Context: an optimization exercise on an open-source flow, tuned for small area, a short achievable clock period and few clock cycles per item. The choices shown serve that exercise and are no tape-out recipe.
Function was checked by simulation only, so behaviour that the tests miss may differ from the original.
Power is estimated from default activity; no workload was simulated.

==> flow/design.v <==
package ssm_pkg;
  localparam int QUEUE_DEPTH = 16;
  localparam int PTR_W       = $clog2(QUEUE_DEPTH);
  localparam int CNT_W       = $clog2(QUEUE_DEPTH + 1);
  localparam int VALUE_W     = 32;
  localparam logic LIST_A = 1'b0;
  localparam logic LIST_B = 1'b1;
  typedef struct packed {
    logic                      list_select;
    logic signed [VALUE_W-1:0] element_value;
    logic                      list_end;
  } ssm_in_t;
  typedef struct packed {
    logic signed [VALUE_W-1:0] merged_value;
    logic                      source_list;
    logic                      merge_last;
    logic                      overflow;
  } ssm_out_t;
endpackage
module sorted_stream_merge_core (
  input  logic        clk,
  input  logic        rst,
  input  logic        push_valid,
  output logic        push_ready,
  input  logic [33:0] push_data,
  output logic        merge_valid,
  input  logic        merge_ready,
  output logic [34:0] merge_data
);
  localparam int DEPTH = ssm_pkg::QUEUE_DEPTH;
  localparam int PTR_W = ssm_pkg::PTR_W;
  localparam int CNT_W = ssm_pkg::CNT_W;
  localparam int VW    = ssm_pkg::VALUE_W;
  localparam int NIN   = 3;    
  logic          q_v    [NIN];
  logic          q_list [NIN];
  logic [VW-1:0] q_val  [NIN];
  logic          q_end  [NIN];
  logic          p_valid, p_list, p_end;
  logic [VW-1:0] p_val;
  logic          s_valid, s_list, s_end;
  logic [VW-1:0] s_val;
  assign {p_valid, p_list, p_val, p_end} = {q_v[0], q_list[0], q_val[0], q_end[0]};
  assign {s_valid, s_list, s_val, s_end} = {q_v[1], q_list[1], q_val[1], q_end[1]};
  logic          r_valid;
  logic [34:0]   r_data;
  localparam int NSLOT = DEPTH - 1;
  logic [VW-1:0]    mem [NSLOT];
  logic [VW-1:0]    head;       
  logic [NSLOT-1:0] rn, wr;     
  logic [CNT_W-1:0] cnt;        
  logic [CNT_W-1:0] tot;        
  logic [CNT_W-1:0] owed;       
  logic             owed_src;
  logic             owed_last;
  logic             own;
  logic             end_a, end_b;
  assign push_ready  = !q_v[NIN-1];
  assign merge_valid = r_valid;
  assign merge_data  = r_data;
  function automatic logic [1:0] cmp2(input logic [VW-1:0] x, input logic [VW-1:0] y);
    logic [VW-1:0] lt, gt;
    integer l, i;
    lt = ~x & y;
    gt = x & ~y;
    lt[VW-1] = x[VW-1] & ~y[VW-1];
    gt[VW-1] = ~x[VW-1] & y[VW-1];
    for (l = 0; l < 5; l = l + 1) begin
      for (i = 0; i < VW / 2; i = i + 1) begin
        if (i < ((VW / 2) >> l)) begin
          lt[i] = lt[2*i+1] | (~gt[2*i+1] & lt[2*i]);
          gt[i] = gt[2*i+1] | (~lt[2*i+1] & gt[2*i]);
        end
      end
    end
    cmp2 = {lt[0], ~lt[0] & ~gt[0]};
  endfunction
  logic rfree, have, full, space, busy, end_own, end_p, end_np, head_wins;
  logic p_vs;    
  assign rfree     = !r_valid || merge_ready;
  assign have      = (cnt != '0);
  assign full      = (cnt == CNT_W'(DEPTH));
  assign space     = (tot != CNT_W'(DEPTH));
  assign busy      = (owed != '0);
  assign end_own   = own ? end_b : end_a;
  assign end_p     = p_list ? end_b : end_a;
  assign end_np    = p_list ? end_a : end_b;
  assign p_vs      = p_valid && have && (own != p_list);
  logic cr_lt, cr_eq, cr_ok;
  assign head_wins = cr_lt || (cr_eq && !own);
  logic          emit, e_src, e_last, e_ovf, e_held;
  logic          pop, owed_pop, live_pop, write, dbl, p_take, s_take;
  logic          set_end, clr_end, own_set, s_own, to_owed;
  logic [15:0] step [4];
  for (genvar g = 0; g < 4; g++) begin : g_step
    ssm_step u_step (
      .rfree     (g >= 2),
      .head_wins (g % 2 == 1),
      .p_valid   (p_valid),
      .p_list    (p_list),
      .p_end     (p_end),
      .s_valid   (s_valid),
      .s_list    (s_list),
      .s_end     (s_end),
      .have      (have),
      .full      (full),
      .space     (space),
      .busy      (busy),
      .cmp_ok    (cr_ok),
      .one_live  (cnt == CNT_W'(1)),
      .tot_zero  (tot == '0),
      .tot_one   (tot == CNT_W'(1)),
      .one_owed  (owed == CNT_W'(1)),
      .owed_src  (owed_src),
      .owed_last (owed_last),
      .own       (own),
      .end_a     (end_a),
      .end_b     (end_b),
      .ctl       (step[g])
    );
  end
  assign {emit, e_held, e_src, e_last, e_ovf, owed_pop, live_pop, write, dbl, p_take, s_take,
          set_end, clr_end, own_set, s_own, to_owed} = step[{rfree, head_wins}];
  assign pop = owed_pop || live_pop;
  logic [CNT_W-1:0] tot_inc, tot_inc2, tot_dec, cnt_inc, cnt_inc2, cnt_dec, owed_dec;
  assign tot_inc  = tot + CNT_W'(1);
  assign tot_inc2 = tot + CNT_W'(2);
  assign tot_dec  = tot - CNT_W'(1);
  assign cnt_inc  = cnt + CNT_W'(1);
  assign cnt_inc2 = cnt + CNT_W'(2);
  assign cnt_dec  = cnt - CNT_W'(1);
  assign owed_dec = owed - CNT_W'(1);
  logic h_empty;
  assign h_empty = (tot == '0) || ((tot == CNT_W'(1)) && pop);
  logic          in0_from_s, slot_from_s;
  logic [VW-1:0] in0, wdata;
  assign in0_from_s  = s_valid && ((p_vs && (s_list == own) && !end_own && !full && space) ||
                                   (p_valid && !have && end_np));
  assign slot_from_s = p_vs || (tot == '0) || ((tot == CNT_W'(1)) && busy && rfree);
  assign in0         = in0_from_s ? s_val : p_val;
  assign wdata       = slot_from_s ? s_val : p_val;
  logic [VW-1:0] slot_rd;
  always_comb begin
    slot_rd = '0;
    for (int i = 0; i < NSLOT; i++) begin
      slot_rd = slot_rd | (mem[i] & {VW{rn[i]}});
    end
  end
  logic slot_app;    
  assign slot_app = h_empty ? dbl : write;
  logic          n_v    [NIN];
  logic          n_list [NIN];
  logic [VW-1:0] n_val  [NIN];
  logic          n_end  [NIN];
  logic          acc, p_rm, s_rm;
  assign acc  = push_valid && push_ready;
  assign p_rm = !p_valid || p_take;
  assign s_rm = s_take;
  always_comb begin
    logic [33:0] e   [NIN+2];
    logic        ev  [NIN+2];
    logic [33:0] sh  [NIN];
    logic        shv [NIN];
    for (int k = 0; k < NIN + 2; k++) begin
      if (k < NIN) begin
        e[k]  = {q_list[k], q_val[k], q_end[k]};
        ev[k] = q_v[k];
      end else begin
        e[k]  = push_data;
        ev[k] = 1'b0;
      end
    end
    for (int k = 0; k < NIN; k++) begin
      if (k == 0) begin
        sh[k]  = p_rm ? (s_rm ? e[k+2] : e[k+1]) : e[k];
        shv[k] = p_rm ? (s_rm ? ev[k+2] : ev[k+1]) : ev[k];
      end else begin
        sh[k]  = (p_rm && s_rm) ? e[k+2] : (p_rm || s_rm) ? e[k+1] : e[k];
        shv[k] = (p_rm && s_rm) ? ev[k+2] : (p_rm || s_rm) ? ev[k+1] : ev[k];
      end
    end
    for (int k = 0; k < NIN; k++) begin
      if (k == 0) begin
        {n_list[k], n_val[k], n_end[k]} = shv[k] ? sh[k] : push_data;
        n_v[k] = shv[k] || acc;
      end else begin
        {n_list[k], n_val[k], n_end[k]} = shv[k] ? sh[k] : push_data;
        n_v[k] = shv[k] || (acc && shv[(k == 0) ? 0 : k-1]);
      end
    end
  end
  logic [1:0] k_hp, k_rp, k_hs, k_ps, k_sp, k_hd;
  assign k_hp = cmp2(head, p_val);       
  assign k_rp = cmp2(slot_rd, p_val);    
  assign k_hs = cmp2(head, s_val);       
  assign k_ps = cmp2(p_val, s_val);      
  assign k_sp = {!k_ps[1] && !k_ps[0], k_ps[0]};    
  assign k_hd = cmp2(head, push_data[32:1]);   
  logic h_slot, h_in0, n_hold, n_from_s, n_from_push;
  assign h_slot   = pop && (tot != CNT_W'(1));
  assign h_in0    = !h_slot && h_empty;
  assign n_hold   = !p_rm;
  assign n_from_s = p_rm && !s_rm && s_valid;
  assign n_from_push = p_rm && !(s_valid && !s_rm) && !(q_v[2] && (s_rm || !s_valid));
  logic [1:0] k_next;
  logic       k_ok;
  always_comb begin
    k_next = k_hp;
    k_ok   = 1'b0;
    if (n_hold) begin
      if (h_slot) begin
        k_next = k_rp;
        k_ok   = 1'b1;
      end else if (h_in0) begin
        k_next = k_sp;
        k_ok   = in0_from_s;
      end else begin
        k_next = k_hp;
        k_ok   = 1'b1;
      end
    end else if (n_from_s) begin
      if (h_slot) begin
        k_next = k_hs;
        k_ok   = 1'b0;
      end else if (h_in0) begin
        k_next = k_ps;
        k_ok   = !in0_from_s;
      end else begin
        k_next = k_hs;
        k_ok   = 1'b1;
      end
    end else if (n_from_push) begin
      k_next = k_hd;
      k_ok   = !h_slot && !h_in0;
    end
  end
  always_ff @(posedge clk) begin
    if (rst) begin
      for (int k = 0; k < NIN; k++) q_v[k] <= 1'b0;
      cr_ok   <= 1'b0;
      r_valid <= 1'b0;
      rn      <= NSLOT'(1);
      wr      <= NSLOT'(1);
      cnt     <= '0;
      tot     <= '0;
      owed    <= '0;
      end_a   <= 1'b0;
      end_b   <= 1'b0;
    end else begin
      for (int k = 0; k < NIN; k++) q_v[k] <= n_v[k];
      cr_ok <= k_ok;
      if (emit) begin
        r_valid <= 1'b1;
      end else if (merge_ready) begin
        r_valid <= 1'b0;
      end
      if (pop && (tot != CNT_W'(1))) rn <= {rn[NSLOT-2:0], rn[NSLOT-1]};
      if (slot_app)                  wr <= {wr[NSLOT-2:0], wr[NSLOT-1]};
      if (dbl)                tot <= pop ? tot_inc : tot_inc2;
      else if (write && !pop) tot <= tot_inc;
      else if (pop && !write) tot <= tot_dec;
      if (to_owed) begin
        owed <= cnt;
        cnt  <= '0;
      end else begin
        if (owed_pop) owed <= owed_dec;
        if (dbl)                          cnt <= live_pop ? cnt_inc : cnt_inc2;
        else if (write && !live_pop)      cnt <= cnt_inc;
        else if (live_pop && !write)      cnt <= cnt_dec;
      end
      if (clr_end) begin
        end_a <= 1'b0;
        end_b <= 1'b0;
      end else if (set_end) begin
        if (p_list) end_b <= 1'b1;
        else        end_a <= 1'b1;
      end
      if (s_take && s_end) begin
        if (s_list) end_b <= 1'b1;
        else        end_a <= 1'b1;
      end
    end
  end
  always_ff @(posedge clk) begin
    for (int k = 0; k < NIN; k++) begin
      q_list[k] <= n_list[k];
      q_val[k]  <= n_val[k];
      q_end[k]  <= n_end[k];
    end
    {cr_lt, cr_eq} <= k_next;
    if (rfree) begin
      r_data <= {e_ovf ? VW'(0) : (e_held ? p_val : head), e_src, e_last, e_ovf};
    end
    if (own_set) begin
      own <= p_list;
    end else if (s_own) begin
      own <= s_list;
    end
    if (to_owed) begin
      owed_src  <= own;
      owed_last <= end_own;
    end
    for (int i = 0; i < NSLOT; i++) begin
      if (space && wr[i]) mem[i] <= wdata;
    end
    if (pop && (tot != CNT_W'(1))) begin
      head <= slot_rd;
    end else if (h_empty) begin
      head <= in0;
    end
  end
endmodule
module ssm_step (
  input  logic        rfree,
  input  logic        head_wins,
  input  logic        p_valid,
  input  logic        p_list,
  input  logic        p_end,
  input  logic        s_valid,
  input  logic        s_list,
  input  logic        s_end,
  input  logic        have,
  input  logic        full,
  input  logic        space,
  input  logic        busy,
  input  logic        cmp_ok,
  input  logic        one_live,
  input  logic        tot_zero,
  input  logic        tot_one,
  input  logic        one_owed,
  input  logic        owed_src,
  input  logic        owed_last,
  input  logic        own,
  input  logic        end_a,
  input  logic        end_b,
  output logic [15:0] ctl
);
  logic end_own, end_p, end_np, s_cand;
  assign end_own = own ? end_b : end_a;
  assign end_p   = p_list ? end_b : end_a;
  assign end_np  = p_list ? end_a : end_b;
  assign s_cand  = s_valid && (s_list == own) && !end_own && !full && space;
  logic emit, e_src, e_last, e_ovf, e_held;
  logic owed_pop, live_pop, write, dbl, p_take, s_take;
  logic set_end, clr_end, own_set, s_own, to_owed;
  always_comb begin
    emit     = 1'b0;
    e_held   = 1'b0;    
    e_src    = own;
    e_last   = 1'b0;
    e_ovf    = 1'b0;
    owed_pop = 1'b0;
    live_pop = 1'b0;
    write    = 1'b0;
    dbl      = 1'b0;
    p_take   = 1'b0;
    s_take   = 1'b0;
    set_end  = 1'b0;
    clr_end  = 1'b0;
    own_set  = 1'b0;
    s_own    = 1'b0;
    to_owed  = 1'b0;
    if (busy && rfree) begin
      emit     = 1'b1;
      owed_pop = 1'b1;
      e_src    = owed_src;
      e_last   = one_owed && owed_last;
    end
    if (p_valid) begin
      if (!have) begin
        if (end_np) begin
          if (!busy && rfree) begin
            emit    = 1'b1;
            e_held  = 1'b1;
            e_src   = p_list;
            e_last  = end_p || p_end;
            clr_end = e_last;
            p_take  = 1'b1;
            if (s_valid && (e_last || (s_list != p_list))) begin
              write   = 1'b1;
              s_take  = 1'b1;
              s_own   = 1'b1;
            end
          end
        end else if (space) begin
          write   = 1'b1;
          own_set = 1'b1;
          set_end = p_end;
          p_take  = 1'b1;
          if (s_valid && (s_list == p_list) && (tot_zero || (tot_one && owed_pop))) begin
            dbl    = 1'b1;
            s_take = 1'b1;
          end
        end
      end else if (own == p_list) begin
        if (full) begin
          if (rfree) begin
            emit   = 1'b1;
            e_src  = 1'b0;
            e_ovf  = 1'b1;
            p_take = 1'b1;
          end
        end else if (space) begin
          write   = 1'b1;
          set_end = p_end;
          p_take  = 1'b1;
        end
      end else if (!busy && rfree && cmp_ok) begin
        emit = 1'b1;
        if (head_wins) begin
          live_pop = 1'b1;
          if (s_cand) begin
            write  = 1'b1;
            s_take = 1'b1;
          end else if ((one_live) && !end_own) begin
            write   = 1'b1;
            own_set = 1'b1;
            set_end = p_end;
            p_take  = 1'b1;
            if (s_valid && (s_list == p_list)) begin
              dbl    = 1'b1;
              s_take = 1'b1;
            end
          end
        end else begin
          e_held = 1'b1;
          e_src  = p_list;
          p_take = 1'b1;
          if (end_p || p_end) begin
            to_owed = 1'b1;
            clr_end = end_own;
            set_end = !end_own;
          end else if (s_valid && (s_list == own) && !full && space) begin
            write  = 1'b1;
            s_take = 1'b1;
          end
        end
      end else if (s_cand) begin
        write  = 1'b1;
        s_take = 1'b1;
      end
    end
  end
  assign ctl = {emit, e_held, e_src, e_last, e_ovf, owed_pop, live_pop, write, dbl, p_take, s_take,
                set_end, clr_end, own_set, s_own, to_owed};
endmodule
==> flow/run.sh <==
#!/bin/bash
# synth_recipe.tcl (not shown) runs the flow's synth.tcl, then flattens the netlist and writes it again
# the make line also repeats each setting of config.mk as NAME=value (left out here)
make -C /OpenROAD-flow-scripts/flow DESIGN_CONFIG=/design/flow/config.mk WORK_HOME=/design/flow/orfs CLKGATE_MAP_FILE= SYNTH_SCRIPT=/design/flow/synth_recipe.tcl finish
==> flow/config.mk <==
export PLATFORM = sky130hd
export DESIGN_NAME = sorted_stream_merge_core
export DESIGN_NICKNAME = sorted_stream_merge_core
export VERILOG_FILES = /design/flow/design.v
export SDC_FILE = /design/flow/constraint.sdc
export NUM_CORES = 4
export LEC_CHECK = 0
export CAP_MARGIN = 20
export CORE_MARGIN = 2
export CORE_UTILIZATION = 40
export CTS_CLUSTER_DIAMETER = 60
export CTS_CLUSTER_SIZE = 20
export PLACE_DENSITY = 0.6
export SETUP_SLACK_MARGIN = 5.0
export SLEW_MARGIN = 20
==> flow/constraint.sdc <==
create_clock -name core_clock -period 8.0 [get_ports {clk}]
set_input_delay 1.6000 -clock core_clock [delete_from_list [all_inputs] [get_ports {clk}]]
set_output_delay 1.6000 -clock core_clock [all_outputs]
set_load 0.01 [all_outputs]
==> out/qor.csv, run 1 <==
stage;metric;value;unit
route;detailed-route DRC error count;0;
synth;most frequent cell after synthesis;edfxtp_1;
clocking;Sink Count;706;
pwr;switching share of power;40.8;%
clocking;clock latency on the worst-skew pair;0.66;ns
pwr;combinational group share of total power;48.5;%
finish;area of the multi-input gates;12600;um2
worst_setup_path;slowest stage cell, crit path;o31a_4;
worst_setup_path;R2R Setup Slk;4.57;ns
worst_setup_path;Critical Path Start;merge_ready;
die;die area;83000;um2
synth;Post-synth EDFFs;652;
synth;synth unique cells;90;
clocking;CTS Buffer Depth;3;
route;DRT Pass-1 Iters;6;
synth;synthesized flop and latch total;706;
worst_setup_path;instance count on the critical path;13;
grt;largest net degree at the start of global routing;53;
pwr;Tot Pwr;17.5;mW
worst_setup_path;Worst EP required;8.40;ns
worst_setup_path;Startpoint Class;input port;
place;# port buffers;74;
worst_setup_path;critical path's largest stage delay;0.43;ns
finish;nets;2800;
grt;initial antenna violation count;3;
timing;max_slew headroom;24.9;%
finish;fin cells;3852;
route;drt wl/cell;28.5;um
clocking;cts hold-fix bufs;0;
pwr;sequential share of power;35.8;%
clocking;Root Buffer;clkbuf_16;
worst_setup_path;critical path class;input port to flop;
grt;overall routing resource usage;25.4;%
die;# rows;104;
route;DR vias;23500;
worst_setup_path;worst-path fanout max;5;
worst_setup_path;crit-path cells;buf_6 > nor2b_4 > clkinvlp_4 > buf_6 > o21ai_4 > nor3b_4 > a211oi_4 > buf_6 > nor2_4 > buf_6 > o31a_4 > buf_12 > mux2_4;
timing;minimum clock period;3.44;ns
die;Initial Util;40.3;%
die;DIE WIDTH;288;um
worst_setup_path;WP data arrival;3.84;ns
synth;synthesized instance count;2540;
die;DIE HEIGHT;288;um
timing;Max Slew Vio Count;0;
timing;Worst Skew;0.0351;ns
synth;Post-Syn Area;32300;um2
job;max_cap viols;0;
worst_setup_path;Critical R2R Capture;q_val[1][15];
die;# IOs;75;
synth;Synth area leader;edfxtp_1;
synth;Ys Warns;29;
worst_setup_path;Crit. End Element;flop;
place;DP Wirelength;57.1;mm
timing;Setup TNS Final;0;ns
synth;post-synth top area share;60.7;%
synth;Syn Nets;2592;
pwr;switching power;7.13;mW
route;Iter 0 DRT Violations;2795;
pwr;clock share of power;15.7;%
timing;RSZ-0062 raised after global routing;true;
pwr;peak supply drop;0.251;mV
pwr;power per cell area;433;nW/um2
route;WL final;110;mm
synth;Commonest cells post-synth;edfxtp_1, nand2_1, a22oi_1;
place;Routability Congestion;0.903;
worst_setup_path;crit-path most repeated cell;buf_6;
finish;fillers;6751;
synth;Syn Area/Cell;12.7;um2
clocking;CTS Buf Count;52;
die;Core Footprint;80200;um2
route;vias per cell;6.11;
route;Routed Antenna Nets;0;
timing;Final Cycle Share;43.0;%
grt;vias in the first global route;22500;
clocking;CTS tree;yes;
finish;synth-to-layout area growth;25.3;%
pwr;Static Leak;14.2;nW
worst_setup_path;origin of the critical flop-to-flop path;q_list[1];
worst_setup_path;CP bufs+invs;6;
synth;FFs w/ async S/R, synth;0;%
worst_setup_path;delay-heaviest family, CP;buffers and inverters;
place;placed instance count;3562;
timing;Max Fclk;291;MHz
clocking;H-tree levels;2;
pwr;Pint;10.4;mW
grt;global-route wire length before repair;154;mm
grt;GRT overflow;0;
status;outcome;timing/DRC/antenna clean;
finish;share of cells above drive strength 1;25.2;%
min_path;Tightest Hold Check Type;flop to flop;
synth;sequential-to-total area share from yosys stat;64.0;%
synth;largest cells by area after synthesis;edfxtp_1, maj3_1, a22oi_1, dfxtp_1, o21ai_0;
worst_setup_path;Reg2Reg Depth;11;
worst_setup_path;CP Capture Point;q_val[1][15];
synth;Main synth FF type;edfxtp_1;
finish;FF/Latch Area;20700;um2
timing;Hold Vio Cnt, Final;0;
clocking;Clk pin slew, worst setup/hold paths;0.08;ns
timing;Finish-stage setup viols;0;
timing;Least-Margin Pin Slew;1.11;ns
-- placed cells by master (no fill, tap or decap), types with 42 or more instances in the layout --
cell,netlist,layout
buf_12,0,56
a21oi_1,119,77
o21ai_0,169,91
nand2_1,217,171
mux2i_1,45,44
a22oi_1,195,195
maj3_1,157,139
nand2b_1,50,46
inv_1,88,79
dlygate4sd2_1,0,43
edfxtp_1,652,652
buf_4,3,106
clkbuf_16,0,54
nor2_1,161,152
nand3_1,45,42
-- cell families (layout without fill, tap and decap cells) --
logic type,count (synthesis),count (layout),synth area share [%]
xor gates and xnor gates,16,16,0.457
AOI/OAI and AO/OA,659,662,13.7
DFF,706,706,64.0
adders and majority gates,172,172,5.45
other,0,1,0
and+or+nand+nor,646,653,9.67
muxes,97,100,3.56
buffers and inverters,244,482,3.21
-- per-layer routing --
metal / wire length, um / track usage [%] / up-vias
met2: 51700 / 41.4 / 1296
met5: 0 / 0 / -
met4: 4680 / 10.4 / 0
li1: - / - / 10200
met3: 9590 / 3.74 / 230
met1: 43900 / 34.1 / 11800
-- area by class of cell --
type                            count  area share [%]
Sequential cell                   706            51.2
Multi-Input combinational cell   1603            31.1
Timing Repair Buffer              294            9.25
Clock buffer                       71            3.42
Tap cell                         1060            3.28
Inverter                           90           0.876
Clock inverter                     26           0.863
Timing Repair inverter              1          0.0186
Antenna cell                        1         0.00619
-- how the worst min path moves through the flow --
stage | from | end | slack (ns) | depth (start not counted)
CTS | wr[0] | wr[0] | 0.50 | 1
finish | wr[7] | wr[8] | 0.50 | 2
global route | wr[7] | wr[8] | 0.54 | 2
detailed placement | wr[0] | wr[0] | 0.47 | 1
global placement | wr[0] | wr[0] | 0.47 | 1
floorplan | own | owed_src | 0.42 | 0
-- through the flow --
stage / utilization [%] / hold WS [ns] / setup slack (ns) / cell area, um2
CTS: 48.6 / 0.504 / 4.63 / 38900
detailed placement: 43.3 / 0.474 / 1.74 / 34700
global placement: 43.3 / 0.471 / 1.87 / 34700
finish: 50.4 / 0.502 / 4.56 / 40400
global route: 50.4 / 0.541 / 4.55 / 40400
floorplan: - / 0.421 / 3.59 / 33200
-- power by group through the flow --
stage	Sequential [mW]	Clock (mW)	Combinational, mW
floorplan	6.00	0	4.32
global placement	6.27	0	5.80
detailed placement	6.29	0	5.92
CTS	6.23	2.78	7.25
global route	6.32	2.90	8.92
finish	6.27	2.74	8.49
-- tightest hold or removal path: cells and delay by family, from the launching register on --
family | cells | cell delay (ns)
DFF | 1 | 0.34
and+or+nand+nor | 1 | 0.07
muxes | 1 | 0.07
-- what timing repair did --
item | CTS | global route
buffers inserted | 89 | 66
resized for setup | 377 | 156
endpoints found under the setup margin | 839 | 621
gates cloned | 30 | 7
pin swaps | 46 | 69
-- sequential cells by signal, summed over array words and instances (netlist names), 3 cells and up --
signal	flops
head	32
q_v	3
mem	480
rn	15
q_val	96
cnt	5
owed	5
q_end	3
wr	15
tot	5
q_list	3
r_data	35
Testbench counts, summed over its fixed seeds: cycles 5,128, items 4,231.
==> run 2, diff against run 1 <==
--- a/flow/config.mk
+++ b/flow/config.mk
@@ -13,3 +13,4 @@
 export PLACE_DENSITY = 0.6
 export SETUP_SLACK_MARGIN = 5.0
 export SLEW_MARGIN = 20
+export TNS_END_PERCENT = 10
==> run 2 against run 1 <==
  * Register-to-register slack improved by 0.07 ns
  * Critical path depth decreased by 3
  * Synthesized area unchanged
  * Highest routed layer unchanged
==> out/qor.csv, run 2 <==
stage;metric;value;unit;change
status;outcome;timing/DRC/antenna clean;;
worst_setup_path;crit-path cells;inv_1 > a21oi_1 > o22a_1 > maj3_1 > a311oi_1 > o311ai_0 > a2111oi_4 > a211oi_2 > o31ai_2 > and3_1;;
worst_setup_path;Worst EP required;8.55;ns;+0.15 ns
finish;synth-to-layout area growth;18.5;%;
clocking;Sink Count;706;;unchanged
finish;Largest Register;mem;;
place;DP Wirelength;56.4;mm;-1.2%
pwr;Static Leak;13.3;nW;-6.5%
synth;Post-Syn Area;32300;um2;unchanged
worst_setup_path;WP data arrival;3.91;ns;+0.07 ns
route;DR vias;22700;;-3.4%
synth;most frequent cell after synthesis;edfxtp_1;;
clocking;CTS Buf Count;50;;-3.8%
die;# IOs;75;;unchanged
clocking;H-tree levels;2;;unchanged
route;vias per cell;5.98;;-2.2%
synth;Commonest cells post-synth;edfxtp_1, nand2_1, a22oi_1;;
clocking;clock latency on the worst-skew pair;0.66;ns;about the same
finish;largest registers;mem x480, q_val x96, r_data x35;;
place;Routability Congestion;0.887;;-1.8%
timing;Least-Margin Pin Slew;0.998;ns;-0.113 ns
worst_setup_path;Startpoint Class;flop;;
die;DIE WIDTH;288;um;unchanged
timing;Hold WS;0.495;ns;-0.00722 ns
grt;GRT overflow;0;;unchanged
timing;Worst Skew;0.0566;ns;+0.0215 ns
route;detailed-route DRC error count;0;;unchanged
route;Iter 0 DRT Violations;2751;;-1.6%
clocking;Root Buffer;clkbuf_16;;
timing;Setup TNS Final;0;ns;unchanged
timing;Max Fclk;298;MHz;+2.5%
timing;minimum clock period;3.36;ns;-0.0842 ns
grt;global-route wire length before repair;145;mm;-5.4%
timing;Final Cycle Share;42.0;%;-1.1 points
die;Core Footprint;80200;um2;unchanged
synth;sequential-to-total area share from yosys stat;64.0;%;unchanged
timing;Hold Vio Cnt, Final;0;;unchanged
timing;max_slew headroom;33.3;%;+8.4 points
clocking;CTS Buffer Depth;3;;unchanged
synth;synth unique cells;90;;unchanged
route;drt wl/cell;26.4;um;-7.4%
finish;most frequent cells in the layout;edfxtp_1, nand2_1, a22oi_1, nor2_1, maj3_1;;
synth;Syn Nets;2592;;unchanged
route;Routed Antenna Nets;0;;unchanged
route;WL final;100;mm;-8.5%
synth;synthesized flop and latch total;706;;unchanged
worst_setup_path;Reg2Reg Depth;10;;-1
min_path;hold path depth;1;;-1
finish;number of flip-flops in the largest register;480;;unchanged
synth;largest cells by area after synthesis;edfxtp_1, maj3_1, a22oi_1, dfxtp_1, o21ai_0;;
worst_setup_path;worst-path fanout max;6;;+1
worst_setup_path;critical path class;flop to flop;;
worst_setup_path;critical path's largest stage delay;0.54;ns;+0.11 ns
min_path;Tightest Hold Check Type;flop to flop;;
die;# rows;104;;unchanged
grt;initial antenna violation count;4;;+1
die;DIE HEIGHT;288;um;unchanged
finish;most common cell after layout, fill and taps aside;edfxtp_1;;
synth;Post-synth EDFFs;652;;unchanged
grt;vias in the first global route;21800;;-3.2%
place;placed instance count;3584;;+0.62%
grt;overall routing resource usage;23.7;%;-1.7 points
finish;share of cells above drive strength 1;18.4;%;-6.8 points
synth;FFs w/ async S/R, synth;0;%;unchanged
synth;synthesized instance count;2540;;unchanged
clocking;CTS tree;yes;;
synth;Syn Area/Cell;12.7;um2;unchanged
place;# port buffers;74;;unchanged
synth;post-synth top area share;60.7;%;unchanged
timing;Max Slew Vio Count;0;;unchanged
worst_setup_path;slowest stage cell, crit path;a311oi_1;;
clocking;cts hold-fix bufs;0;;unchanged
timing;RSZ-0062 raised after global routing;true;;
grt;largest net degree at the start of global routing;72;;+36%
finish;fin cells;3806;;-1.2%
finish;nets;2753;;-1.7%
die;Initial Util;40.3;%;unchanged
pwr;peak supply drop;0.236;mV;-6.0%
timing;Finish-stage setup viols;0;;unchanged
synth;Ys Warns;29;;unchanged
job;max_cap viols;0;;unchanged
pwr;power per cell area;408;nW/um2;-5.8%
route;DRT Pass-1 Iters;6;;unchanged
synth;Main synth FF type;edfxtp_1;;
clocking;Clk pin slew, worst setup/hold paths;0.08;ns;about the same
die;die area;83000;um2;unchanged
synth;Synth area leader;edfxtp_1;;
worst_setup_path;Crit. End Element;flop;;
==> run 2: final timing paths <==
check	slack [ns]	to	startpoint
worst max-delay path	4.64	cr_eq	q_val[0][20]
worst min-delay path	0.49	wr[0]	wr[0]
worst max register to register	4.64	cr_eq	q_val[0][20]
worst min register to register	0.49	wr[0]	wr[0]
==> run 2: kinds of logic (layout without fill, tap and decap cells) <==
kind of cell	after synthesis	in the layout	synth area share (%)
AND/OR/NAND/NOR	646	647	9.67
other	0	3	0
AO/OA/AOI/OAI	659	661	13.7
adder cells (fa/ha/maj)	172	172	5.45
multiplexers	97	97	3.56
XOR/XNOR	16	16	0.457
flip-flops	706	706	64.0
buffers and inverters	244	444	3.21
==> run 2: critical path: cells and delay by family (launching register included) <==
family | cells | cell delay, ns
compound gates | 7 | 1.91
flops | 1 | 0.50
fa+ha+maj | 1 | 0.39
buf+inv | 1 | 0.30
simple gates | 1 | 0.21
==> run 2: timing repair <==
action | 4_1_cts | 5_1_grt
endpoints found under the setup margin | 836 | 438
pin swaps | 50 | 23
buffers inserted | 71 | 36
cloned | 16 | 2
gates resized for setup | 279 | 69
endpoints found under the hold margin | 0 | 0
==> run 2: layer usage <==
layer  part of all wire [%]  track usage [%]  wire [um]  vias to the layer above
met5                      0                0          0                        -
met3                    8.2             3.27       8260                      179
li1                       -                -          -                    10000
met2                     47             39.0      47400                     1155
met4                    3.4             7.71       3400                        0
met1                     41             32.4      41400                    11400
==> run 2: power breakdown <==
group / switching (mW) / leakage [nW] / total (mW) / internal [mW]
logic: 4.16 / 5.84 / 6.73 / 2.57
registers: 0.594 / 6.64 / 6.20 / 5.61
clock network: 1.37 / 0.789 / 2.66 / 1.29
total: 6.13 / 13.3 / 15.6 / 9.47
==> run 2: final cells by class <==
class | count | area [um2]
flip-flops and latches | 706 | 20700
fillers | 6990 | 41900
well taps | 1060 | 1330
repair inverters | 1 | 7.51
clock inverters | 23 | 307
clock buffers | 71 | 1340
multi-input cells | 1593 | 11400
inverters | 90 | 357
diodes | 3 | 7.51
repair buffers | 259 | 2800
==> run 2: stage by stage <==
stage	utilization [%]	setup WS, ns	area, um2	total power, mW
CTS	47.0	4.67	37700	15.3
detailed placement	42.8	1.71	34300	11.9
finish	47.7	4.64	38200	15.6
floorplan	-	3.59	32400	9.71
global placement	42.8	1.82	34300	11.7
global route	47.7	4.64	38200	16.3
==> run 3, diff against run 2 <==
--- a/flow/config.mk
+++ b/flow/config.mk
@@ -11,6 +11,6 @@
 export CTS_CLUSTER_DIAMETER = 60
 export CTS_CLUSTER_SIZE = 20
 export PLACE_DENSITY = 0.6
-export SETUP_SLACK_MARGIN = 5.0
+export SETUP_SLACK_MARGIN = 4.5
 export SLEW_MARGIN = 20
 export TNS_END_PERCENT = 10
==> run 3 against run 2 <==
  * Highest routed layer unchanged
  * Via count down 2.7%
  * Core utilization is 1.9 points lower
  * Cell count is 2.2% lower
  * Global-route usage decreased by 0.55 points
  * Clock skew decreased by 0.0014 ns
  * Non-clock buffer count is 87 lower
  * Synthesized cell count unchanged
  * Clock power barely moved
  * Still clean
  * Clock-buffer cell count unchanged
  * Largest power group is now sequential cells
==> out/qor.csv, run 3 <==
stage;metric;value;unit;change
timing;Max Fclk;277;MHz;-6.9%
worst_setup_path;Critical R2R Capture;cr_eq;;
finish;final core occ;45.8;%;-1.9 points
worst_setup_path;critical path class;flop to flop;;
route;detailed-route DRC error count;0;;unchanged
synth;sequential-to-total area share from yosys stat;64.0;%;unchanged
die;# IOs;75;;unchanged
pwr;power per cell area;405;nW/um2;-0.55%
finish;share of cells above drive strength 1;12.5;%;-5.9 points
die;DIE HEIGHT;288;um;unchanged
synth;Ys Warns;29;;unchanged
synth;Synth area leader;edfxtp_1;;
pwr;switching power;5.85;mW;-4.5%
synth;synth unique cells;90;;unchanged
clocking;Sink Count;706;;unchanged
die;DIE WIDTH;288;um;unchanged
grt;vias in the first global route;21300;;-2.2%
finish;nets;2666;;-3.2%
clocking;Clk pin slew, worst setup/hold paths;0.08;ns;about the same
worst_setup_path;Critical Path Start;rn[7];;
worst_setup_path;Crit. End Element;flop;;
grt;largest net degree at the start of global routing;72;;unchanged
finish;most common cell after layout, fill and taps aside;edfxtp_1;;
route;DRT Pass-1 Iters;6;;unchanged
route;Routed Antenna Nets;0;;unchanged
finish;Largest Register;mem;;
clocking;clock latency on the worst-skew pair;0.65;ns;about the same
timing;Final Cycle Share;45.1;%;+3.1 points
place;placed cell area;34300;um2;unchanged
synth;Main synth FF type;edfxtp_1;;
finish;Design Area, Final;36700;um2;-4.0%
die;die area;83000;um2;unchanged
place;# port buffers;74;;unchanged
synth;Post-Syn Area;32300;um2;unchanged
timing;Least-Margin Pin Slew;0.974;ns;-0.0238 ns
synth;most frequent cell after synthesis;edfxtp_1;;
finish;synth-to-layout area growth;13.8;%;
timing;RSZ-0062 raised after global routing;true;;
synth;Syn Nets;2592;;unchanged
clocking;cts hold-fix bufs;0;;unchanged
finish;largest registers;mem x480, q_val x96, r_data x35;;
grt;GRT overflow;0;;unchanged
place;Place WS;1.71;ns;unchanged
synth;synthesized instance count;2540;;unchanged
pwr;switching share of power;39.3;%;about the same
finish;fin cells;3721;;-2.2%
pwr;sequential share of power;41.6;%;+1.8 points
worst_setup_path;Startpoint Class;flop;;
worst_setup_path;R2R Setup Slk;4.40;ns;-0.25 ns
synth;synthesized flop and latch total;706;;unchanged
synth;post-synth top area share;60.7;%;unchanged
finish;fillers;7138;;+2.1%
min_path;Tightest Hold Check Type;flop to flop;;
pwr;Static Leak;12.6;nW;-5.4%
die;# rows;104;;unchanged
timing;minimum clock period;3.60;ns;+0.248 ns
synth;Syn Area/Cell;12.7;um2;unchanged
pwr;clock share of power;17.8;%;+0.8 points
grt;initial antenna violation count;4;;unchanged
worst_setup_path;WP data arrival;4.11;ns;+0.20 ns
job;max_cap viols;0;;unchanged
synth;FFs w/ async S/R, synth;0;%;unchanged
worst_setup_path;Worst EP required;8.50;ns;-0.05 ns
grt;global-route wire length before repair;142;mm;-2.1%
worst_setup_path;CP Capture Point;cr_eq;;
clocking;CTS tree;yes;;
place;placed instance count;3584;;unchanged
pwr;peak supply drop;0.232;mV;-1.7%
clocking;Root Buffer;clkbuf_16;;
pwr;combinational group share of total power;40.7;%;-2.5 points
timing;Worst Skew;0.0552;ns;-0.00142 ns
timing;Finish-stage setup viols;0;;unchanged
worst_setup_path;worst-path fanout max;26;;+20
finish;most frequent cells in the layout;edfxtp_1, nand2_1, a22oi_1, o21ai_0, nor2_1;;
finish;number of flip-flops in the largest register;480;;unchanged
die;Core Footprint;80200;um2;unchanged
route;WL final;97.1;mm;-3.4%
clocking;CTS Buf Count;50;;unchanged
route;vias per cell;5.95;;-0.50%
worst_setup_path;origin of the critical flop-to-flop path;rn[7];;
synth;Commonest cells post-synth;edfxtp_1, nand2_1, a22oi_1;;
timing;Setup TNS Final;0;ns;unchanged
route;DR vias;22100;;-2.7%
place;DP Wirelength;56.4;mm;unchanged
synth;largest cells by area after synthesis;edfxtp_1, maj3_1, a22oi_1, dfxtp_1, o21ai_0;;
place;Routability Congestion;0.887;;unchanged
clocking;H-tree levels;2;;unchanged
die;Initial Util;40.3;%;unchanged
grt;overall routing resource usage;23.2;%;-0.55 points
timing;Max Slew Vio Count;0;;unchanged
worst_setup_path;Reg2Reg Depth;11;;+1
synth;Post-synth EDFFs;652;;unchanged
status;outcome;timing/DRC/antenna clean;;
pwr;Pint;9.04;mW;-4.5%
route;Iter 0 DRT Violations;2650;;-3.7%
timing;final setup margin;4.40;ns;-0.248 ns
timing;max_slew headroom;34.6;%;+1.2 points
clocking;CTS Buffer Depth;3;;unchanged
route;drt wl/cell;26.1;um;-1.2%
timing;Hold Vio Cnt, Final;0;;unchanged
-- run 3: power groups by stage --
stage	Combinational (mW)	Clock (mW)	Sequential (mW)
3_3_place_gp	5.47	0	6.23
3_5_place_dp	5.62	0	6.25
4_1_cts	5.97	2.70	6.17
2_1_floorplan	3.70	0	6.01
6_report	6.05	2.64	6.19
5_1_grt	6.54	2.82	6.26
-- run 3: worst min path at each step --
stage | start | slack [ns] | endpoint | depth (start not counted)
floorplan | own | 0.42 | owed_src | 0
global placement | wr[0] | 0.48 | wr[0] | 1
detailed placement | wr[0] | 0.48 | wr[0] | 1
CTS | wr[0] | 0.51 | wr[0] | 1
global route | wr[0] | 0.53 | wr[0] | 1
finish | wr[0] | 0.50 | wr[0] | 1
-- run 3: through the flow --
stage	hold slack, ns	power, mW
global route	0.530	15.6
finish	0.498	14.9
CTS	0.506	14.8
floorplan	0.421	9.71
detailed placement	0.478	11.9
global placement	0.478	11.7
-- run 3: timing repair --
action                     4_1_cts  5_1_grt
setup endpoints to repair      787      170
pin swaps                       16        1
resized for setup              108       11
hold endpoints to repair         0        0
gates cloned                     9        0
buffers inserted                27        2
-- run 3: layout make-up --
class                   instances  area (um2)  area share [%]
inverters                      90         349           0.951
well taps                    1060        1330            3.61
clock inverters                23         307           0.835
diodes                          5        12.5          0.0341
repair inverters                1        7.51          0.0204
repair buffers                172        1710            4.67
clock buffers                  71        1340            3.65
flip-flops and latches        706       20700            56.3
multi-input cells            1593       11000            29.9
-- run 3: metal layers --
metal / wire length (um) / global-route usage (%) / up-vias
li1: - / - / 9859
met1: 41200 / 32.1 / 11100
met2: 45900 / 38.2 / 1001
met3: 7390 / 2.92 / 146
met4: 2660 / 6.72 / 0
met5: 0 / 0 / -
-- run 3: worst max-delay path, cell delays in order (launching register included) --
cell	delay, ns
dfxtp_2	0.42
buf_12	0.22
a222oi_1	0.39
nand3_1	0.12
nor3_1	0.76
a22oi_1	0.15
o31ai_1	0.45
o2111ai_1	0.19
a31oi_1	0.28
nand4b_1	0.16
o31ai_2	0.09
and3_1	0.18
-- run 3: logic make-up after synthesis --
family	Yosys count	synth area share [%]
AO/OA/AOI/OAI	659	13.7
XOR/XNOR	16	0.457
adder cells (fa/ha/maj)	172	5.45
buffers and inverters	244	3.21
flip-flops	706	64.0
multiplexers	97	3.56
AND/OR/NAND/NOR	646	9.67
==> run 4, diff against run 3 <==
--- a/flow/config.mk
+++ b/flow/config.mk
@@ -11,6 +11,6 @@
 export CTS_CLUSTER_DIAMETER = 60
 export CTS_CLUSTER_SIZE = 20
 export PLACE_DENSITY = 0.6
-export SETUP_SLACK_MARGIN = 4.5
+export SETUP_SLACK_MARGIN = 5.0
 export SLEW_MARGIN = 20
-export TNS_END_PERCENT = 10
+export TNS_END_PERCENT = 2
==> run 4 against run 3 <==
  * Worst setup slack improved by 0.23 ns
  * Highest routed layer unchanged
  * Global-route usage increased by 0.60 points
  * First-iteration DRC count increased by 8.0%
  * Die area is the same
  * Total power up 4.9%
  * Synthesized cell count is the same
==> out/qor.csv, run 4 <==
stage;metric;value;unit;change
finish;largest registers;mem x480, q_val x96, r_data x35;;
timing;Least-Margin Pin Slew;0.956;ns;-0.0181 ns
synth;sequential-to-total area share from yosys stat;64.0;%;unchanged
status;outcome;timing/DRC/antenna clean;;
clocking;Clk pin slew, worst setup/hold paths;0.08;ns;about the same
route;drt wl/cell;26.7;um;+2.2%
clocking;CTS tree;yes;;
clocking;Root Buffer;clkbuf_16;;
place;Place WS;1.81;ns;+0.108 ns
worst_setup_path;worst-path fanout max;5;;-81%
min_path;Tightest Hold Check Type;flop to flop;;
synth;Main synth FF type;edfxtp_1;;
grt;largest net degree at the start of global routing;59;;-18%
route;detailed-route DRC error count;0;;unchanged
route;DR vias;22900;;+3.4%
die;Core Footprint;80200;um2;unchanged
synth;largest family of logic cells by synthesized area;compound AO/OA/AOI/OAI gates;;
die;# IOs;75;;unchanged
synth;synthesized instance count;2540;;unchanged
min_path;hold path startpoint;wr[0];;
grt;grt met3 use;3.11;%;+0.19 points
finish;final core occ;47.7;%;+1.9 points
worst_setup_path;Critical Path Start;merge_ready;;
finish;most common cell after layout, fill and taps aside;edfxtp_1;;
finish;Largest Register;mem;;
grt;GRT overflow;0;;unchanged
die;DIE WIDTH;288;um;unchanged
route;DRT Pass-1 Iters;6;;unchanged
die;Initial Util;40.3;%;unchanged
place;Routability Congestion;0.912;;+2.8%
clocking;clock latency on the worst-skew pair;0.64;ns;about the same
pwr;power per cell area;408;nW/um2;+0.69%
timing;Hold WS;0.499;ns;+0.00102 ns
grt;global-route wire length before repair;146;mm;+2.6%
worst_setup_path;Worst EP required;8.39;ns;-0.11 ns
clocking;CTS Buf Count;51;;+2.0%
synth;Synth area leader;edfxtp_1;;
worst_setup_path;delay-heaviest family, CP;buffers and inverters;;
synth;FFs w/ async S/R, synth;0;%;unchanged
route;Iter 0 DRT Violations;2861;;+8.0%
synth;largest cells by area after synthesis;edfxtp_1, maj3_1, a22oi_1, dfxtp_1, o21ai_0;;
finish;number of flip-flops in the largest register;480;;unchanged
synth;Commonest cells post-synth;edfxtp_1, nand2_1, a22oi_1;;
place;# port buffers;74;;unchanged
synth;most frequent cell after synthesis;edfxtp_1;;
finish;synth-to-layout area growth;18.5;%;
worst_setup_path;critical path's largest stage delay;0.35;ns;-0.41 ns
finish;Design Area, Final;38200;um2;+4.2%
pwr;peak supply drop;0.201;mV;-13%
route;WL final;101;mm;+4.0%
timing;final setup margin;4.62;ns;+0.229 ns
worst_setup_path;crit-path cells;buf_6 > nor2b_4 > clkinvlp_4 > buf_12 > o21ai_4 > a211oi_4 > buf_6 > buf_16 > and2_4 > o31a_4 > buf_12 > buf_16 > mux2_4;;
die;die area;83000;um2;unchanged
synth;Synth Area in Adders;5.45;%;unchanged
clocking;H-tree levels;2;;unchanged
grt;overall routing resource usage;23.8;%;+0.60 points
worst_setup_path;R2R Setup Slk;4.65;ns;+0.25 ns
die;DIE HEIGHT;288;um;unchanged
timing;Hold Vio Cnt, Final;0;;unchanged
grt;met1 GRT Util;32.7;%;+0.62 points
place;placed instance count;3586;;+0.056%
job;max_cap viols;0;;unchanged
grt;routing usage on met2;38.6;%;+0.41 points
finish;fin cells;3788;;+1.8%
timing;Worst Skew;0.0238;ns;-0.0314 ns
worst_setup_path;slowest stage cell, crit path;o31a_4;;
worst_setup_path;critical path class;input port to flop;;
clocking;Sink Count;706;;unchanged
synth;Post-Syn Area;32300;um2;unchanged
grt;Top Usage Layer GRT;met2;;
timing;Max Slew Vio Count;0;;unchanged
finish;nets;2735;;+2.6%
synth;synth unique cells;90;;unchanged
synth;Post-Synth XOR/XNOR Area;0.457;%;unchanged
die;# rows;104;;unchanged
route;vias per cell;6.04;;+1.5%
timing;RSZ-0062 raised after global routing;true;;
route;Routed Antenna Nets;0;;unchanged
timing;Max Fclk;296;MHz;+6.8%
worst_setup_path;Startpoint Class;input port;;
clocking;cts hold-fix bufs;0;;unchanged
synth;Syn Area/Cell;12.7;um2;unchanged
worst_setup_path;Crit. End Element;flop;;
synth;simple-gate share of the synthesized area;9.67;%;unchanged
grt;vias in the first global route;21800;;+2.4%
synth;Post-synth EDFFs;652;;unchanged
worst_setup_path;WP data arrival;3.77;ns;-0.34 ns
synth;Compound-Gate Fraction of Synth Area;13.7;%;unchanged
worst_setup_path;origin of the critical flop-to-flop path;cnt[1];;
timing;Setup TNS Final;0;ns;unchanged
synth;mux cell area share after synthesis;3.56;%;unchanged
timing;minimum clock period;3.38;ns;-0.229 ns
timing;Final Cycle Share;42.2;%;-2.9 points
synth;synthesized flop and latch total;706;;unchanged
worst_setup_path;CP bufs+invs;7;;+6
grt;initial antenna violation count;2;;-2
pwr;Static Leak;13.3;nW;+6.1%
clocking;CTS Buffer Depth;3;;unchanged
timing;Finish-stage setup viols;0;;unchanged
synth;Syn Nets;2592;;unchanged
finish;share of cells above drive strength 1;17.7;%;+5.2 points
finish;most frequent cells in the layout;edfxtp_1, nand2_1, a22oi_1, nor2_1, o21ai_0;;
synth;post-synth top area share;60.7;%;unchanged
place;DP Wirelength;57.3;mm;+1.7%
place;placed cell area;34300;um2;about the same
pwr;Tot Pwr;15.6;mW;+4.9%
synth;Ys Warns;29;;unchanged
timing;max_slew headroom;36.1;%;+1.6 points
[run 4: cell count changes in the layout (fill, tap and decap cells not counted), moves of 9 or more]
cell / delta
buf_12: +16
buf_16: +11
buf_4: +36
clkdlybuf4s50_1: -14
maj3_1: -11
maj3_2: +11
nor3_1: -9
nor3_2: +9
o21ai_0: -9
[run 4: what timing repair did]
action,CTS,global route
endpoints found under the setup margin,838,694
resized for setup,201,116
buffers inserted,60,22
cloned,20,2
pin swaps,22,36
endpoints found under the hold margin,0,0
[run 4: layer usage]
layer | vias to the layer above | wire length [um] | share of wire [%]
met5 | - | 0 | 0
met4 | 0 | 4250 | 4.2
met3 | 239 | 8170 | 8.1
met2 | 1181 | 47200 | 47
met1 | 11400 | 41400 | 41
li1 | 10000 | - | -
[run 4: layout make-up]
type / count / area, um2
Clock inverter: 26 / 337
Fill cell: 7023 / 41900
Multi-Input combinational cell: 1592 / 11400
Clock buffer: 70 / 1360
Timing Repair Buffer: 241 / 2770
Sequential cell: 706 / 20700
Inverter: 90 / 354
Antenna cell: 2 / 5.00
Tap cell: 1060 / 1330
Timing Repair inverter: 1 / 7.51
[run 4: power by group]
part           total [mW]  switching [mW]  internal, mW
clock                2.67            1.41          1.26
sequential           6.20           0.600          5.60
combinational        6.74            4.19          2.55
total                15.6            6.20          9.42
[run 4: worst paths after layout]
check             depth (start not counted)     endpoint
setup / recovery                         13  q_val[1][4]
hold / removal                            1        wr[0]
setup reg to reg                         13  q_val[1][4]
hold reg to reg                           1        wr[0]
[run 4: cells by family after synthesis]
| logic type | Yosys count |
|---|---|
| flip-flops | 706 |
| AO/OA/AOI/OAI | 659 |
| AND/OR/NAND/NOR | 646 |
| buffers and inverters | 244 |
| adder cells (fa/ha/maj) | 172 |
| multiplexers | 97 |
| XOR/XNOR | 16 |
[run 4: worst reg2reg max path, delay by kind of cell, from the launching register on]
family                   cells  cell delay [ns]
AO/OA/AOI/OAI                2             0.43
adder cells (fa/ha/maj)      1             0.19
buffers and inverters        5             0.75
flip-flops                   1             0.38
multiplexers                 1             0.29
AND/OR/NAND/NOR              4             1.07
==> run 5, diff against run 4 <==
--- a/flow/config.mk
+++ b/flow/config.mk
@@ -8,9 +8,10 @@
 export CAP_MARGIN = 20
 export CORE_MARGIN = 2
 export CORE_UTILIZATION = 40
+export CTS_BUF_LIST = sky130_fd_sc_hd__clkbuf_8
 export CTS_CLUSTER_DIAMETER = 60
 export CTS_CLUSTER_SIZE = 20
 export PLACE_DENSITY = 0.6
 export SETUP_SLACK_MARGIN = 5.0
 export SLEW_MARGIN = 20
-export TNS_END_PERCENT = 2
+export TNS_END_PERCENT = 10
==> run 5 against run 4 <==
  * Clock power shrank 26%
  * Worst hold slack gained 0.0072 ns
  * Via count grew 0.60%
  * Synthesized area is the same
  * Critical path type is now flop to flop
  * Largest power group unchanged
==> out/qor.csv, run 5 <==
stage;metric;value;unit;change
synth;Commonest cells post-synth;edfxtp_1, nand2_1, a22oi_1;;
clocking;H-tree levels;2;;unchanged
pwr;Static Leak;13.3;nW;-0.52%
die;die area;83000;um2;unchanged
die;DIE WIDTH;288;um;unchanged
finish;fillers;7045;;+0.31%
timing;minimum clock period;3.32;ns;-0.0547 ns
worst_setup_path;worst-path fanout max;6;;+1
clocking;Clk pin slew, worst setup/hold paths;0.11;ns;+0.03 ns
timing;Setup TNS Final;0;ns;unchanged
synth;Post-Syn Area;32300;um2;unchanged
clocking;CTS Buffer Depth;3;;unchanged
timing;Max Fclk;301;MHz;+1.6%
synth;most frequent cell after synthesis;edfxtp_1;;
grt;overall routing resource usage;24.5;%;+0.77 points
finish;largest registers;mem x480, q_val x96, r_data x35;;
die;Core Footprint;80200;um2;unchanged
route;DR vias;23000;;+0.60%
finish;Largest Register;mem;;
pwr;peak supply drop;0.196;mV;-2.2%
worst_setup_path;Startpoint Class;flop;;
synth;synthesized flop and latch total;706;;unchanged
route;wl on met1;42.2;mm;+1.9%
route;metal2 WL;48.6;mm;+3.0%
synth;synth unique cells;90;;unchanged
finish;final core occ;47.5;%;-0.19 points
route;Routed Antenna Nets;0;;unchanged
route;drt wl/cell;27.1;um;+1.6%
place;# port buffers;74;;unchanged
synth;synthesized instance count;2540;;unchanged
grt;largest net degree at the start of global routing;72;;+22%
synth;post-synth top area share;60.7;%;unchanged
timing;Hold Vio Cnt, Final;0;;unchanged
route;met3 WL;8.64;mm;+5.7%
clocking;CTS tree;yes;;
route;detailed-route DRC error count;0;;unchanged
timing;Finish-stage setup viols;0;;unchanged
timing;Final Cycle Share;41.5;%;-0.68 points
synth;sequential-to-total area share from yosys stat;64.0;%;unchanged
grt;initial antenna violation count;5;;+3
place;DP Wirelength;56.4;mm;-1.6%
synth;Syn Nets;2592;;unchanged
pwr;power per cell area;397;nW/um2;-2.9%
timing;Least-Margin Pin Slew;0.991;ns;+0.0347 ns
die;Initial Util;40.3;%;unchanged
finish;FF/Latch Area;20700;um2;about the same
die;# IOs;75;;unchanged
route;Iter 0 DRT Violations;2924;;+2.2%
clocking;Root Buffer;clkbuf_8;;
job;max_cap viols;0;;unchanged
finish;area of the multi-input gates;11500;um2;+0.64%
clocking;clock latency on the worst-skew pair;0.73;ns;+0.09 ns
timing;Worst Skew;0.0643;ns;+0.0406 ns
route;DRT Pass-1 Iters;8;;+2
finish;share of cells above drive strength 1;18.7;%;+1.0 points
clocking;Sink Count;706;;unchanged
timing;max_slew headroom;33.8;%;-2.3 points
finish;number of flip-flops in the largest register;480;;unchanged
synth;Post-synth EDFFs;652;;unchanged
timing;Max Slew Vio Count;0;;unchanged
clocking;CTS Buf Count;50;;-2.0%
status;outcome;timing/DRC/antenna clean;;
min_path;Tightest Hold Check Type;flop to flop;;
synth;Synth area leader;edfxtp_1;;
synth;Syn Area/Cell;12.7;um2;unchanged
grt;global-route wire length before repair;149;mm;+2.3%
worst_setup_path;WP data arrival;3.76;ns;about the same
worst_setup_path;Worst EP required;8.44;ns;+0.05 ns
synth;FFs w/ async S/R, synth;0;%;unchanged
place;Routability Congestion;0.887;;-2.7%
route;WL final;103;mm;+2.4%
finish;nets;2762;;+0.99%
synth;Ys Warns;29;;unchanged
grt;vias in the first global route;22200;;+1.5%
worst_setup_path;critical path class;flop to flop;;
synth;Main synth FF type;edfxtp_1;;
grt;GRT overflow;0;;unchanged
finish;synth-to-layout area growth;18.0;%;
route;vias per cell;6.03;;-0.16%
timing;RSZ-0062 raised after global routing;true;;
die;# rows;104;;unchanged
route;max layer used;met4;;
worst_setup_path;Crit. End Element;flop;;
synth;largest cells by area after synthesis;edfxtp_1, maj3_1, a22oi_1, dfxtp_1, o21ai_0;;
finish;most common cell after layout, fill and taps aside;edfxtp_1;;
finish;most frequent cells in the layout;edfxtp_1, nand2_1, a22oi_1, nor2_1, maj3_1;;
die;DIE HEIGHT;288;um;unchanged
-- run 5: worst paths after layout --
path / to / cells after the start / slack (ns) / from
worst max-delay path: q_val[1][10] / 14 / 4.68 / tot[1]
worst min-delay path: wr[0] / 1 / 0.51 / wr[0]
worst max register to register: q_val[1][10] / 14 / 4.68 / tot[1]
worst min register to register: wr[0] / 1 / 0.51 / wr[0]
-- run 5: per-layer routing --
layer	global-route usage [%]	up-vias
met3	3.68	221
met1	33.0	11600
met5	0	-
met2	40.0	1156
li1	-	10000
met4	9.51	0
-- run 5: layout make-up --
class	count	area share, %
clock inverters	43	0.939
repair inverters	1	0.0197
clock buffers	51	1.84
repair buffers	268	8.33
flip-flops and latches	706	54.4
well taps	1060	3.48
multi-input cells	1593	30.1
inverters	90	0.923
diodes	5	0.0328
-- run 5: cells by family (layout without fill, tap and decap cells) --
group                    after synthesis  after routing  share of synthesized area [%]
multiplexers                          97             97                           3.56
buffers and inverters                244            453                           3.21
adder cells (fa/ha/maj)              172            172                           5.45
AND/OR/NAND/NOR                      646            647                           9.67
other                                  0              5                              0
XOR/XNOR                              16             16                          0.457
AO/OA/AOI/OAI                        659            661                           13.7
flip-flops                           706            706                           64.0
-- run 5: stage by stage --
| stage | hold WS (ns) | setup WS, ns | power (mW) | cell area, um2 | std cells |
|---|---|---|---|---|---|
| 2_1_floorplan | 0.421 | 3.59 | 9.71 | 32400 | 2540 |
| 3_3_place_gp | 0.478 | 1.82 | 11.7 | 34300 | 3582 |
| 3_5_place_dp | 0.478 | 1.71 | 11.9 | 34300 | 3584 |
| 4_1_cts | 0.514 | 4.66 | 14.8 | 37700 | 3790 |
| 5_1_grt | 0.540 | 4.62 | 15.8 | 38100 | 3817 |
| 6_report | 0.506 | 4.68 | 15.1 | 38100 | 3817 |
-- run 5: timing repair --
action / in CTS / in global routing
resized for setup: 342 / 34
pin swaps: 62 / 10
endpoints found under the setup margin: 836 / 347
gates cloned: 25 / 1
setup buffers: 87 / 21
hold endpoints to repair: 0 / 0
hold buffers: 0 / 0
-- run 5: critical path, cell delays in order (launching register included) --
cell and delay (ns):
dfxtp_4 0.37, inv_4 0.07, ha_4 0.12, or4b_4 0.48
o31ai_4 0.26, nand3_1 0.13, o311ai_2 0.15, a21oi_4 0.11
a211oi_4 0.20, buf_6 0.14, nor2_4 0.05, buf_6 0.12
o31a_4 0.41, buf_12 0.18, mux2_4 0.29
-- run 5: where the power goes --
group | leakage [nW] | switching [mW] | internal, mW
logic | 6.02 | 4.25 | 2.67
registers | 6.64 | 0.600 | 5.60
clock network | 0.603 | 1.27 | 0.713
total | 13.3 | 6.12 | 8.98
==> run 6, diff against run 5 <==
--- a/flow/design.v
+++ b/flow/design.v
@@ -73,7 +73,7 @@
         end
       end
     end
-    cmp2 = {lt[0], ~lt[0] & ~gt[0]};
+    cmp2 = {lt[0], gt[0]};
   endfunction
   logic rfree, have, full, space, busy, end_own, end_p, end_np, head_wins;
   logic p_vs;    
@@ -86,8 +86,8 @@
   assign end_p     = p_list ? end_b : end_a;
   assign end_np    = p_list ? end_a : end_b;
   assign p_vs      = p_valid && have && (own != p_list);
-  logic cr_lt, cr_eq, cr_ok;
-  assign head_wins = cr_lt || (cr_eq && !own);
+  logic cr_lt, cr_gt, cr_ok;
+  assign head_wins = own ? cr_lt : !cr_gt;
   logic          emit, e_src, e_last, e_ovf, e_held;
   logic          pop, owed_pop, live_pop, write, dbl, p_take, s_take;
   logic          set_end, clr_end, own_set, s_own, to_owed;
@@ -194,7 +194,7 @@
   assign k_rp = cmp2(slot_rd, p_val);    
   assign k_hs = cmp2(head, s_val);       
   assign k_ps = cmp2(p_val, s_val);      
-  assign k_sp = {!k_ps[1] && !k_ps[0], k_ps[0]};    
+  assign k_sp = {k_ps[0], k_ps[1]};     
   assign k_hd = cmp2(head, push_data[32:1]);   
   logic h_slot, h_in0, n_hold, n_from_s, n_from_push;
   assign h_slot   = pop && (tot != CNT_W'(1));
@@ -287,7 +287,7 @@
       q_val[k]  <= n_val[k];
       q_end[k]  <= n_end[k];
     end
-    {cr_lt, cr_eq} <= k_next;
+    {cr_lt, cr_gt} <= k_next;
     if (rfree) begin
       r_data <= {e_ovf ? VW'(0) : (e_held ? p_val : head), e_src, e_last, e_ovf};
     end
--- a/flow/config.mk
+++ b/flow/config.mk
@@ -8,10 +8,9 @@
 export CAP_MARGIN = 20
 export CORE_MARGIN = 2
 export CORE_UTILIZATION = 40
-export CTS_BUF_LIST = sky130_fd_sc_hd__clkbuf_8
 export CTS_CLUSTER_DIAMETER = 60
 export CTS_CLUSTER_SIZE = 20
 export PLACE_DENSITY = 0.6
 export SETUP_SLACK_MARGIN = 5.0
 export SLEW_MARGIN = 20
-export TNS_END_PERCENT = 10
+export TNS_END_PERCENT = 2
==> run 6 against run 5 <==
  * Sequential share of layout area increased by 0.56 points
  * Still clean on timing, DRC and antenna
  * Die area decreased by 1.0%
  * Largest cell class unchanged
  * Critical path type is now input port to flop
  * Worst setup slack got worse by 0.19 ns
  * Critical endpoint is now cr_lt
==> out/qor.csv, run 6 <==
stage;metric;value;unit;change
worst_setup_path;worst-path fanout max;5;;-1
synth;synthesized flop and latch total;706;;unchanged
grt;vias in the first global route;21900;;-1.1%
timing;Least-Margin Pin Slew;0.956;ns;-0.0346 ns
worst_setup_path;origin of the critical flop-to-flop path;rn[1];;
synth;FFs w/ async S/R, synth;0;%;unchanged
synth;Ys Warns;29;;unchanged
pwr;switching share of power;38.1;%;-2.5 points
place;Routability Congestion;0.903;;+1.8%
pwr;combinational group share of total power;40.5;%;-5.3 points
pwr;sequential share of power;40.9;%;-0.2 points
place;# port buffers;74;;unchanged
worst_setup_path;Reg2Reg Depth;13;;-1
synth;Post-Syn Area;31900;um2;-1.1%
timing;Hold WS;0.520;ns;+0.0138 ns
clocking;Root Buffer;clkbuf_16;;
status;outcome;timing/DRC/antenna clean;;
min_path;hold path depth;1;;unchanged
die;Initial Util;40.4;%;+0.16 points
timing;Finish-stage setup viols;0;;unchanged
clocking;clock latency on the worst-skew pair;0.65;ns;-0.08 ns
synth;largest cells by area after synthesis;edfxtp_1, maj3_1, a22oi_1, dfxtp_1, a21oi_1;;
synth;Post-synth EDFFs;652;;unchanged
synth;Post-Synth XOR/XNOR Area;0.384;%;-0.073 points
clocking;CTS tree;yes;;
finish;Largest Register;mem;;
die;DIE HEIGHT;287;um;-0.52%
route;Routed Antenna Nets;0;;unchanged
finish;synth-to-layout area growth;18.1;%;about the same
route;drt wl/cell;26.4;um;-2.8%
pwr;Pint;9.05;mW;+0.79%
die;die area;82100;um2;-1.0%
grt;initial antenna violation count;0;;-5
clocking;CTS Buffer Depth;3;;unchanged
grt;grt met3 use;3.08;%;-0.60 points
grt;Top Usage Layer GRT;met2;;
place;placed cell area;34100;um2;-0.63%
worst_setup_path;slowest stage cell, crit path;maj3_1;;
synth;Main synth FF type;edfxtp_1;;
grt;largest net degree at the start of global routing;65;;-9.7%
finish;Design Area, Final;37700;um2;-1.0%
synth;mux cell area share after synthesis;2.43;%;-1.1 points
place;placed instance count;3557;;-0.75%
worst_setup_path;critical path class;input port to flop;;
timing;RSZ-0062 raised after global routing;true;;
synth;Synth Area in Adders;5.96;%;+0.52 points
min_path;Tightest Hold Check Type;flop to flop;;
worst_setup_path;Startpoint Class;input port;;
synth;Compound-Gate Fraction of Synth Area;13.6;%;-0.015 points
timing;Max Slew Vio Count;0;;unchanged
timing;minimum clock period;3.51;ns;+0.185 ns
route;DRT Pass-1 Iters;7;;-1
pwr;Static Leak;12.5;nW;-5.7%
finish;share of cells above drive strength 1;16.5;%;-2.2 points
finish;nets;2723;;-1.4%
grt;met1 GRT Util;32.9;%;-0.12 points
place;Place WS;2.46;ns;+0.756 ns
route;vias per cell;6.03;;about the same
synth;synthesized instance count;2504;;-1.4%
job;max_cap viols;0;;unchanged
min_path;hold path startpoint;wr[0];;
finish;fin cells;3763;;-1.4%
grt;overall routing resource usage;23.7;%;-0.78 points
synth;largest family of logic cells by synthesized area;compound AO/OA/AOI/OAI gates;;
clocking;Clk pin slew, worst setup/hold paths;0.08;ns;-0.03 ns
die;# rows;103;;-0.96%
pwr;clock share of power;18.6;%;+5.5 points
timing;Max Fclk;285;MHz;-5.3%
worst_setup_path;Critical R2R Capture;cr_lt;;
pwr;switching power;5.56;mW;-9.1%
route;DR vias;22700;;-1.4%
synth;Synth area leader;edfxtp_1;;
timing;Worst Skew;0.0345;ns;-0.0298 ns
synth;Syn Area/Cell;12.8;um2;+0.36%
place;DP Wirelength;55.6;mm;-1.5%
worst_setup_path;WP data arrival;4.01;ns;+0.25 ns
timing;Hold Vio Cnt, Final;0;;unchanged
finish;number of flip-flops in the largest register;480;;unchanged
finish;largest registers;mem x480, q_val x96, r_data x35;;
synth;most frequent cell after synthesis;edfxtp_1;;
grt;global-route wire length before repair;146;mm;-2.5%
route;detailed-route DRC error count;0;;unchanged
timing;Setup TNS Final;0;ns;unchanged
worst_setup_path;crit-path cells;dlygate4sd2_1 > nor2b_1 > maj3_1 > maj3_1 > a21oi_2 > a21oi_2 > a211o_1 > a311o_1 > a31oi_1 > a32oi_1;;
finish;fillers;6888;;-2.2%
die;Core Footprint;79000;um2;-1.4%
synth;synth unique cells;84;;-6.7%
min_path;Worst Hold End;wr[0];;
route;WL final;99.2;mm;-4.1%
die;# IOs;75;;unchanged
clocking;CTS Buf Count;51;;+2.0%
worst_setup_path;Crit. End Element;flop;;
worst_setup_path;Worst EP required;8.50;ns;+0.06 ns
synth;simple-gate share of the synthesized area;9.84;%;+0.17 points
timing;Final Cycle Share;43.8;%;+2.3 points
synth;Syn Nets;2556;;-1.4%
grt;routing usage on met2;39.4;%;-0.66 points
synth;sequential-to-total area share from yosys stat;64.7;%;+0.68 points
synth;Commonest cells post-synth;edfxtp_1, nand2_1, a21oi_1;;
clocking;H-tree levels;2;;unchanged
pwr;peak supply drop;0.207;mV;+5.3%
timing;final setup margin;4.49;ns;-0.185 ns
finish;most common cell after layout, fill and taps aside;edfxtp_1;;
pwr;power per cell area;388;nW/um2;-2.2%
worst_setup_path;R2R Setup Slk;4.59;ns;-0.09 ns
finish;most frequent cells in the layout;edfxtp_1, nand2_1, a21oi_1, a22oi_1, maj3_1;;
worst_setup_path;critical path's largest stage delay;0.39;ns;-0.09 ns
die;DIE WIDTH;287;um;-0.52%
synth;post-synth top area share;61.3;%;+0.65 points
timing;max_slew headroom;35.8;%;+2.0 points
route;Iter 0 DRT Violations;2933;;+0.31%
grt;GRT overflow;0;;unchanged
clocking;cts hold-fix bufs;0;;unchanged
clocking;Sink Count;706;;unchanged
finish;final core occ;47.7;%;+0.21 points
pwr;Tot Pwr;14.6;mW;-3.2%
-- run 6: changes by cell type after synthesis, sizes merged, moves of 8 or more --
cell | previous run | this run
nor2b | 45 | 67
a21oi | 120 | 195
a221oi | 8 | 16
nand3 | 46 | 34
mux2i | 45 | 36
a22oi | 195 | 164
mux2 | 52 | 37
and2 | 22 | 5
a22o | 3 | 17
maj3 | 158 | 171
o21ai | 176 | 111
clkbuf | 91 | 73
a21boi | 4 | 13
and3 | 1 | 25
-- run 6: logic make-up after synthesis --
group / Yosys count
compound gates: 656
buf+inv: 224
fa+ha+maj: 185
simple gates: 646
mux: 73
flops: 706
xor+xnor: 14
-- run 6: how the worst max path moves through the flow --
stage	endpoint	cells after the start	startpoint
floorplan	q_val[0][24]	9	merge_ready
finish	cr_lt	10	push_data[13]
CTS	cr_lt	13	rn[1]
global route	cr_lt	13	rn[2]
global placement	q_list[1]	8	merge_ready
detailed placement	q_end[1]	8	merge_ready
-- run 6: repair_timing --
action	in CTS	in global routing
buffers inserted	79	13
pin swaps	51	14
endpoints found under the setup margin	840	805
gates resized for setup	219	35
gates cloned	18	1
-- run 6: per-layer routing --
metal / share of wire [%] / vias up
met2: 47 / 1085
met1: 42 / 11500
li1: - / 9976
met5: 0 / -
met4: 2.9 / 0
met3: 8.0 / 174
-- run 6: power groups by stage --
| stage | combinational (mW) | clock [mW] | sequential, mW |
|---|---|---|---|
| global placement | 4.83 | 0 | 6.01 |
| finish | 5.92 | 2.72 | 5.98 |
| CTS | 5.75 | 2.76 | 5.95 |
| detailed placement | 4.96 | 0 | 6.04 |
| global route | 6.36 | 2.89 | 6.04 |
| floorplan | 3.25 | 0 | 5.84 |
-- run 6: layout make-up --
type                            count  area, um2  area share, %
Clock inverter                     24        344          0.912
Timing Repair Buffer              239       2410           6.40
Tap cell                         1050       1310           3.48
Timing Repair inverter              4       30.0         0.0796
Multi-Input combinational cell   1585      11200           29.7
Antenna cell                        1       2.50        0.00664
Sequential cell                   706      20700           54.9
Inverter                           84        340          0.903
Clock buffer                       70       1370           3.63
-- run 6: worst max-delay path: cells and delay by family --
| kind | cells | cell delay, ns |
|---|---|---|
| adder cells (fa/ha/maj) | 2 | 0.75 |
| AO/OA/AOI/OAI | 6 | 1.19 |
| AND/OR/NAND/NOR | 1 | 0.16 |
| buffers and inverters | 1 | 0.30 |
Testbench counts of run 6, summed over its fixed seeds: cycles 5,128, items 4,231.

[separate check: timing with driven ports]
How much do the figures lean on ideal ports? The routed layouts below were timed once more, with nothing changed but the port constraints. Step 1: set_driving_cell puts a clkbuf_16 on clk and a buf_2 on each other input, an assumption about the parent block. Step 2, shift: input delay + t, output delay - t, t = (earliest + latest rising clock arrival at the registers) / 2. This alone moves slack from input paths to output paths. Three values: ideal ports, drivers, drivers and shift; two values: the first two.
run	t, ns	setup slack, ns
run 1	0.710	4.559 / 4.575 / 3.882
run 2	0.696	4.643 / 4.643 / 4.002
run 3	0.689	4.396 / 4.396 / 3.825
run 4	0.692	4.625 / 4.651 / 3.965
run 5	0.756	4.680 / 4.646 / 3.957
run 6	0.697	4.495 / 4.534 / 3.837
After both steps every run listed still meets setup and hold.
